This design comes from an exercise in tuning for small area, a short achievable clock period and few clock cycles per item on the open sky130 flow, not from production work. Where RTL was checked, it was by simulation tests only, not by an equivalence proof against the original. Power and IR drop assume default switching activity.

export LEC_CHECK = 0
export ABC_CLOCK_PERIOD_IN_PS = 2000
export CAP_MARGIN = 20
export CORE_MARGIN = 2
export CORE_UTILIZATION = 40
export SETUP_SLACK_MARGIN = 5
export SLEW_MARGIN = 20
create_clock -name core_clock -period 8.0 [get_ports {i_clk}]
run.sh (not shown) runs the stock make flow with config.mk's settings and CLKGATE_MAP_FILE= SYNTH_SCRIPT=/design/flow/synth_recipe.tcl, a recipe that flattens the netlist after the stock synthesis.
==> next run, changes <==
--- a/flow/design.v
+++ b/flow/design.v
@@ -44,16 +44,33 @@
         endcase
     endfunction
     function automatic logic [SEG_W-1:0] refresh_seg(input logic t, input logic [VAL_W-1:0] v);
-        logic [15:0] x;
-        logic [3:0]  tens;
-        x = {9'd0, v};
-        for (int i = 0; i < 7; i++) begin
-            if (x[10:7] >= 4'd5)  x[10:7]  = x[10:7] + 4'd3;
-            if (x[14:11] >= 4'd5) x[14:11] = x[14:11] + 4'd3;
-            x = x << 1;
-        end
-        tens = x[15] ? x[14:11] + 4'd10 : x[14:11];
-        refresh_seg = {t, glyph(t ? tens : x[10:7])};
+        logic [3:0] q;
+        logic [2:0] r, u;
+        logic       ge;
+        logic [3:0] tens, ones;
+        case (v[6:3])
+            4'd0:    begin q = 4'd0;  r = 3'd0; end
+            4'd1:    begin q = 4'd0;  r = 3'd4; end
+            4'd2:    begin q = 4'd1;  r = 3'd3; end
+            4'd3:    begin q = 4'd2;  r = 3'd2; end
+            4'd4:    begin q = 4'd3;  r = 3'd1; end
+            4'd5:    begin q = 4'd4;  r = 3'd0; end
+            4'd6:    begin q = 4'd4;  r = 3'd4; end
+            4'd7:    begin q = 4'd5;  r = 3'd3; end
+            4'd8:    begin q = 4'd6;  r = 3'd2; end
+            4'd9:    begin q = 4'd7;  r = 3'd1; end
+            4'd10:   begin q = 4'd8;  r = 3'd0; end
+            4'd11:   begin q = 4'd8;  r = 3'd4; end
+            4'd12:   begin q = 4'd9;  r = 3'd3; end
+            4'd13:   begin q = 4'd10; r = 3'd2; end
+            4'd14:   begin q = 4'd11; r = 3'd1; end
+            default: begin q = 4'd12; r = 3'd0; end
+        endcase
+        u    = r + {1'b0, v[2:1]};
+        ge   = (u >= 3'd5);
+        tens = q + {3'd0, ge};
+        ones = {ge ? u - 3'd5 : u, v[0]};
+        refresh_seg = {t, glyph(t ? tens : ones)};
     endfunction
 endpackage
 `default_nettype wire
Sequential share of layout area increases by 0.39 points.
Total power is higher by roughly a tenth.
Clock-buffer cell count decreases by 3.
Via count grows slightly.
First-iteration DRC count is higher by about a fifth.
Wire length went up by roughly a tenth.
Fmax rose by well over a third.
Clock skew went up by 0.0060 ns.
Final area rose slightly.
No run of this note included a check of the RTL's function; only the layout flow was run.

========
== the reference run ==
Another version of the RTL of voltmeter_display_controller_core (not shown whole).
For scale: ~1000 cells after synthesis, roughly 150 flip-flops, about 81 I/O pins, roughly 0.0091 mm² of cells after synthesis.
==> module vdc_out, before the edit <==
module vdc_out (
    input  wire logic                 i_clk,
    input  wire logic                 i_rst_n,
    input  wire logic                 i_load,
    input  wire logic [FUNC_W-1:0]    i_op,
    input  wire logic [OPD_W-1:0]     i_opd,
    input  wire logic                 i_period_we,   
    input  wire logic [PERIOD_W-1:0]  i_period,
    output      logic                 o_busy,
    output      logic                 o_rotate,   
    output      logic [SEG_W-1:0]     o_seg,
    output      logic [DUTY_W-1:0]    o_duty,
    output      logic [VAL_W-1:0]     o_value,
    output      logic [PERIOD_W-1:0]  o_compare
);
    logic [VAL_W-1:0]  r_value;
    logic              r_toggle;
    logic [DUTY_W-1:0] r_duty;
    logic [SEG_W-1:0]  r_seg;      
    logic [PERIOD_W:0] r_q;
    logic [6:0]        r_rem;
    logic [5:0]        w_a;
    logic [4:0]        w_b;
    logic              w_ge1;
    logic [VAL_W-1:0]  w_avg_val;
    assign w_a       = i_opd[10:5];
    assign w_b       = i_opd[4:0];
    assign w_ge1     = w_a[5] || (w_b >= ~w_a[4:0]);
    assign w_avg_val = (w_a == 6'd31 && w_b == 5'd31) ? 7'd33 : VAL_W'(w_a) + VAL_W'(w_ge1);
    logic [1:0]        w_mode;
    logic [DUTY_W-1:0] w_lv;
    logic              w_lv_zero, w_lv_full;
    assign w_mode    = i_opd[9:8];
    assign w_lv      = i_opd[DUTY_W-1:0];
    assign w_lv_zero = (w_lv == 7'd0);
    assign w_lv_full = (w_lv >= 7'd100);
    logic w_sw, w_set0, w_setp, w_lv_start, w_p_start;
    assign w_sw    = i_load && (i_op == FUNC_SWITCH);
    assign w_set0  = w_sw && (w_mode == 2'd0 || (w_mode == 2'd2 && w_lv_zero));
    assign w_setp  = w_sw && (w_mode == 2'd1 || (w_mode == 2'd2 && w_lv_full));
    assign w_lv_start = w_sw && w_mode == 2'd2 && !w_lv_zero && !w_lv_full;
    assign w_p_start  = i_period_we && r_duty != 7'd0;
    always_ff @(posedge i_clk) begin
        if (!i_rst_n) begin
            r_value  <= '0;
            r_toggle <= 1'b0;
            r_duty   <= '0;
            r_seg    <= '0;
        end else if (i_load) begin
            case (i_op)
                FUNC_SAMPLE: r_value <= w_avg_val;
                FUNC_REFRESH: begin
                    r_toggle <= !r_toggle;
                    r_seg    <= vdc_pkg::refresh_seg(r_toggle, r_value);
                end
                FUNC_SWITCH: case (w_mode)
                    2'd0: r_duty <= 7'd0;
                    2'd1: r_duty <= 7'd100;
                    2'd2: begin
                        r_duty  <= w_lv_full ? 7'd100 : w_lv;
                        r_value <= w_lv;
                    end
                    default: ;
                endcase
                default: ;
            endcase
        end
    end
    logic [8:0] w_t;
    logic [1:0] w_k;
    logic [8:0] w_rem;
    logic [1:0] r_kq;
    logic [PERIOD_W-1:0] w_inc;      
    always_comb begin
        for (int i = 0; i < PERIOD_W; i++)
            w_inc[i] = r_kq[1] && (&(r_q[PERIOD_W-1:0] | (16'hffff << i)));
    end
    logic       w_step;
    assign o_busy   = !r_q[PERIOD_W];
    assign w_step   = o_busy && !r_q[PERIOD_W-1];
    assign o_rotate = w_step || w_lv_start;
    assign w_t      = {1'b0, r_rem, 1'b0} + (i_period[PERIOD_W-1] ? {2'b00, r_duty} : 9'd0);
    always_comb begin
        if (w_t >= 9'd200) begin
            w_k   = 2'd2;
            w_rem = w_t - 9'd200;
        end else if (w_t >= 9'd100) begin
            w_k   = 2'd1;
            w_rem = w_t - 9'd100;
        end else begin
            w_k   = 2'd0;
            w_rem = w_t;
        end
    end
    always_ff @(posedge i_clk) begin
        if (!i_rst_n) begin
            r_q <= {1'b1, {PERIOD_W{1'b0}}};
        end else if (w_lv_start) begin
            r_q <= {{PERIOD_W{1'b0}}, 1'b1};
        end else if (w_p_start) begin
            r_q <= '0;
        end else if (w_set0) begin
            r_q <= {1'b1, {PERIOD_W{1'b0}}};
        end else if (w_setp) begin
            r_q <= {1'b1, i_period};
        end else if (o_busy) begin
            r_q <= {r_q[PERIOD_W-1:0] ^ w_inc, r_kq[0]};
        end
    end
    always_ff @(posedge i_clk) begin
        if (w_lv_start) begin
            r_kq  <= 2'd0;
            r_rem <= i_period[PERIOD_W-1] ? w_lv : 7'd0;
        end else if (w_p_start) begin
            r_kq  <= 2'd1;
            r_rem <= '0;
        end else if (w_step) begin
            r_kq  <= w_k;
            r_rem <= w_rem[6:0];
        end
    end
    assign o_seg     = r_seg;
    assign o_duty    = r_duty;
    assign o_value   = r_value;
    assign o_compare = r_q[PERIOD_W-1:0];
endmodule
clock: 8.0 ns
lec_check: 0
abc_clock_period_in_ps: 2000
cap_margin: 20
core_margin: 2
core_utilization: 40
cts_buf_list: sky130_fd_sc_hd__clkbuf_4 sky130_fd_sc_hd__clkbuf_8
cts_cluster_diameter: 60
cts_cluster_size: 40
place_density: 0.75
slew_margin: 20
standard.sh (not shown) runs the stock make flow with config.mk's settings and CLKGATE_MAP_FILE= SYNTH_SCRIPT=/design/flow/synth_recipe.tcl, a recipe that flattens the netlist after the stock synthesis.
==> flow/flow/run.sh <==
#!/bin/bash
# Standard layout, with the port buffers made from buf_2 cells instead of the
# default choice, and timing repair aiming further below the clock period.
set -euo pipefail
export BUFFER_PORTS_ARGS="-buffer_cell sky130_fd_sc_hd__buf_2"
export SETUP_SLACK_MARGIN=5
bash standard.sh > standard.log 2>&1
[inputs] the trial run vs the reference run
--- a/flow/design.v
+++ b/flow/design.v
@@ -428,14 +428,13 @@
     assign w_mode    = i_opd[9:8];
     assign w_lv      = i_opd[DUTY_W-1:0];
     assign w_lv_zero = (w_lv == 7'd0);
     assign w_lv_full = (w_lv >= 7'd100);
-    logic w_sw, w_set0, w_setp, w_lv_start, w_p_start;
+    logic w_sw, w_set0, w_setp, w_start;
     assign w_sw    = i_load && (i_op == FUNC_SWITCH);
     assign w_set0  = w_sw && (w_mode == 2'd0 || (w_mode == 2'd2 && w_lv_zero));
     assign w_setp  = w_sw && (w_mode == 2'd1 || (w_mode == 2'd2 && w_lv_full));
-    assign w_lv_start = w_sw && w_mode == 2'd2 && !w_lv_zero && !w_lv_full;
-    assign w_p_start  = i_period_we && r_duty != 7'd0;
+    assign w_start = (i_period_we && r_duty != 7'd0) || (w_sw && w_mode == 2'd2 && !w_lv_zero && !w_lv_full);
     always_ff @(posedge i_clk) begin
         if (!i_rst_n) begin
             r_value  <= '0;
             r_toggle <= 1'b0;
@@ -472,9 +471,9 @@
     end
     logic       w_step;
     assign o_busy   = !r_q[PERIOD_W];
     assign w_step   = o_busy && !r_q[PERIOD_W-1];
-    assign o_rotate = w_step || w_lv_start;
+    assign o_rotate = w_step;
     assign w_t      = {1'b0, r_rem, 1'b0} + (i_period[PERIOD_W-1] ? {2'b00, r_duty} : 9'd0);
     always_comb begin
         if (w_t >= 9'd200) begin
             w_k   = 2'd2;
@@ -489,12 +488,10 @@
     end
     always_ff @(posedge i_clk) begin
         if (!i_rst_n) begin
             r_q <= {1'b1, {PERIOD_W{1'b0}}};
-        end else if (w_lv_start) begin
-            r_q <= {{PERIOD_W{1'b0}}, 1'b1};
-        end else if (w_p_start) begin
-            r_q <= '0;
+        end else if (w_start) begin
+            r_q <= '0;      
         end else if (w_set0) begin
             r_q <= {1'b1, {PERIOD_W{1'b0}}};
         end else if (w_setp) begin
             r_q <= {1'b1, i_period};
@@ -502,12 +499,9 @@
             r_q <= {r_q[PERIOD_W-1:0] ^ w_inc, r_kq[0]};
         end
     end
     always_ff @(posedge i_clk) begin
-        if (w_lv_start) begin
-            r_kq  <= 2'd0;
-            r_rem <= i_period[PERIOD_W-1] ? w_lv : 7'd0;
-        end else if (w_p_start) begin
+        if (w_start) begin
             r_kq  <= 2'd1;
             r_rem <= '0;
         end else if (w_step) begin
             r_kq  <= w_k;
[summary]
Final core utilization in the trial run vs the reference run: down 0.92 points. The trial run: full flow OK, the timing, design-rule and antenna checks passed. [compare] base=the reference run new=the trial run: routed wire length decreased by 5.1% relative to the old numbers, number of nets in the layout decreased by 2.9% relative to the old numbers. The reference run has a lower fraction of power consumed by combinational cells than the trial run. As far as worst-path maximum fanout goes, the reference run and the trial run are indistinguishable; the numbers are identical. The trial run against the reference run: post-placement cell area down about 1.2%, count of buffers not belonging to the clock network in the layout down 14. Per the comparison of the trial run with the reference run, final critical path time including I/O delays and setup went down; iteration count of the initial detailed-routing pass did not really move; post-route clock skew went down; weighted congestion at the end of routability-driven global placement went down. Worst setup slack is higher on the trial run.
Testbench counts of the trial run, summed over its fixed seeds: cycles 17,396, items 16,046.
For the reference run, only the layout was checked, not whether the RTL still works.

separate check: timing with driven ports:
How much do the figures lean on ideal ports? The routed layouts below were timed once more, with nothing changed but the port constraints. Step 1 assumes that a clkbuf_16 drives the clock port and a buf_2 every other input. Step 2 also shifts input and output timing later by t, the mid clock arrival at the registers, as if the neighbouring blocks saw the same clock. Slacks: ideal / step 1 / step 2; pairs: ideal / step 1.
| run | t, ns | slack for setup (ns) | hold WS [ns] | latest minus earliest clock arrival (ns) |
|---|---|---|---|---|
| the first run of note 1 | 0.470 | 3.448 / 3.448 / 3.448 | 0.459 / 0.460 / 0.460 | 0.008 / 0.008 |
| the second run of note 1 | 0.478 | 4.829 / 4.845 / 4.367 | 0.457 / 0.457 / 0.457 | 0.014 / 0.015 |
| the reference run | 0.486 | 4.891 / 4.891 / 4.598 | 0.455 / 0.455 / 0.455 | 0.021 / 0.020 |
| the trial run | 0.491 | 5.062 / 5.046 / 4.650 | 0.442 / 0.442 / 0.442 | 0.015 / 0.015 |
After both steps setup and hold are still met in every run listed. For the second run of note 1, which loses most, drivers alone change the setup slack by +0.016 ns; drivers and shift together by -0.462 ns.
